From an optimization exercise on the open Yosys and OpenROAD flow, aimed at small area, a short achievable clock period and few clock cycles per item; shortcuts taken in it are not production practice. Only simulation tests tie the RTL to the original design; equivalence was not proved. No activity file was given, so power comes from the tool's default toggle rates.

Design mips_core, start of the top module:
module mips_core #(
   parameter logic [31:0] text_start = 32'h0040_0000
) (
   input  logic        clk,
   input  logic        rst_b,
   output logic [29:0] imem_addr,
   input  logic [31:0] imem_data,
   output logic [29:0] dmem_addr,
   output logic [31:0] dmem_wdata,
   output logic        dmem_we,
   input  logic [31:0] dmem_rdata,
   output logic        halted
);
export LEC_CHECK = 0
export CAP_MARGIN = 20
export CORE_MARGIN = 2
export CORE_UTILIZATION = 45
export CTS_BUF_LIST = sky130_fd_sc_hd__clkbuf_16
export CTS_CLUSTER_DIAMETER = 100
export CTS_CLUSTER_SIZE = 25
export SETUP_SLACK_MARGIN = 3.45
export SLEW_MARGIN = 20
export SYNTH_HIERARCHICAL = 1
export SYNTH_MINIMUM_KEEP_SIZE = 0
create_clock -name core_clock -period 6.0 [get_ports {clk}]
standard.sh (not shown) runs the stock make flow with config.mk's settings and CLKGATE_MAP_FILE= SYNTH_SCRIPT=/design/flow/synth_recipe.tcl, a recipe that flattens the netlist after the stock synthesis.
==> flow/flow/run.sh <==
#!/bin/bash
# layout flow: the standard ORFS flow (standard.sh) with two changes:
#  - ports are buffered with buf_2 instead of the default delay buffer
#  - timing repair may swap a cell for any equivalent one, not only one of
#    the same footprint
# synthesis is the standard one, run unchanged. each step's full output is
# in orfs/logs/; the make output goes to synth.log and layout.log here.
set -euo pipefail
bash standard.sh synth > synth.log 2>&1
bash standard.sh MATCH_CELL_FOOTPRINT=0 \
   "BUFFER_PORTS_ARGS=-buffer_cell sky130_fd_sc_hd__buf_2" finish > layout.log 2>&1
The baseline completed without violations.
Testbench counts at the start, summed over its fixed seeds: cycles 36,531, instructions 35,891.
Then changed:
--- a/flow/design.v
+++ b/flow/design.v
@@ -227,34 +227,34 @@
          r_v <= 1'b1;
          if (r_v && !legal)
             stopped <= 1'b1;
          e_we   <= r_run & legal & ~i_sw;
          e_st   <= r_run & i_sw;
          e_stop <= r_run & ~legal;
       end
    end
    always_ff @(posedge clk) begin
-      e_a     <= rs_data_n ^ {32{~f_sub}};
-      e_b     <= is_r ? ~rt_data_n : imm_ext;
+      e_a     <= ~rs_data_n;
+      e_b     <= is_r ? rt_data_n ^ {32{~f_sub}} : imm_ext;
       e_sd    <= ~rt_data_n;
       e_inv   <= f_sub;
       e_shamt <= f_sll ? ~r_low[10:6] : r_low[10:6];
       e_alu   <= {f_sra, f_srl, f_sll, f_xor | i_xori, f_or | i_ori, f_and | i_andi,
                   f_add | f_sub | i_addiu | i_lw | i_sw};
       e_dest  <= is_r ? r_low[15:11] : r_rt;
       e_ld    <= i_lw;
    end
    logic [31:0] e_sum, e_other;
    logic [31:0] e_and, e_xor;
    ks_add u_add (
       .a       (e_a),
       .b       (e_b),
-      .cin     (1'b0),
+      .cin     (e_inv),
       .sum     (e_sum),
       .a_and_b (e_and),
       .a_xor_b (e_xor)
    );
    logic [62:0] e_funnel, e_shifted;
    logic        e_fill;
    assign e_fill    = e_alu[6] & e_sd[31];
    assign e_funnel  = e_alu[4] ? {e_sd, 31'b0} : {{31{e_fill}}, e_sd};
    assign e_shifted = e_funnel >> e_shamt;
@@ -272,46 +272,40 @@
          e_wdec[i] = e_we & (e_dest == i[4:0]);
    end
    always_ff @(posedge clk or negedge rst_b) begin
       if (!rst_b)
          valid <= '0;
       else
          valid <= valid | e_wdec;
    end
    logic [31:0] m_res, m_sd;
-   logic        m_inv, m_inv_n;    
-   logic        m_ld_n;
    logic        m_ld, m_st;
    always_ff @(posedge clk or negedge rst_b) begin
       if (!rst_b) begin
          m_st   <= 1'b0;
          m_we   <= 1'b0;
          halted <= 1'b0;
       end else begin
          m_st <= e_st;
          m_we <= e_we;
          if (e_stop)
             halted <= 1'b1;
       end
    end
    always_ff @(posedge clk) begin
       m_res     <= e_res;
-      m_inv     <= e_inv;
-      m_inv_n   <= ~e_inv;
-      m_ld_n    <= ~e_ld;
       m_sd      <= e_sd;
       m_dest    <= e_dest;
       m_dest_n  <= ~e_dest;
       m_ld      <= e_ld;
    end
    assign dmem_addr  = m_res[31:2];
    assign dmem_wdata = m_sd;
    assign dmem_we    = m_st;
-   assign m_wdata[31:16] = m_ld    ? dmem_rdata[31:16] : m_res[31:16] ^ {16{m_inv}};
-   assign m_wdata[15:0]  = !m_ld_n ? dmem_rdata[15:0]  : m_res[15:0] ^ {16{!m_inv_n}};
+   assign m_wdata = m_ld ? dmem_rdata : m_res;
    always_comb begin
       for (int i = 1; i < 32; i++) begin
          m_wen[i]  = m_we & (m_dest == i[4:0]);
          m_hold[i] = ~(m_we & (m_dest_n == ~i[4:0]));
       end
    end
 endmodule
The new run completed with no timing, DRC or antenna violations.
Utilization climbs by 0.54 points.
Setup slack gets better by 0.066 ns.
Final area increases by 1.1%.
Die area is about the same.
Critical path depth stays the same.
Total power went down by 0.38%.
Area after synthesis stays flat.
Non-clock buffer count came out higher by 29.
Register-to-register slack gets better by 0.07 ns.
Clock-buffer cell count drops by 1.
Worst hold slack is worse by 0.023 ns.
First-iteration DRC count went up by 2.6%.
Global-route usage came out higher by 0.20 points.
Flip-flop and latch count went down by 3.
Testbench counts after the change, summed over its fixed seeds: cycles 36,531, instructions 35,891.

afterwards: timing with drivers on the ports:
How much do the figures lean on ideal ports? The routed layouts below were timed once more, with nothing changed but the port constraints. Step 1 sets driving cells, clkbuf_16 on the clock port and buf_2 on the other inputs (assumed; they add their load-dependent delay and slew). Step 2 moves the port delays by t, midway between the first and last clock arrival at a register: inputs arrive t later, outputs are due t later. That takes back most of the time a late clock gives input paths. Slacks: no drivers / after step 1 / after step 2; pairs: no drivers / after step 1.
run | t (ns) | setup slack, ns | worst slew at a driven data input, ns
the first run | 0.810 | 3.301 / 3.301 / 3.002 | 0.05
the second run | 0.828 | 3.366 / 3.366 / 3.185 | 0.05
After both steps every run listed still meets setup and hold. For the first run, which loses most, drivers alone change the setup slack by 0.000 ns; drivers and shift together by -0.299 ns.
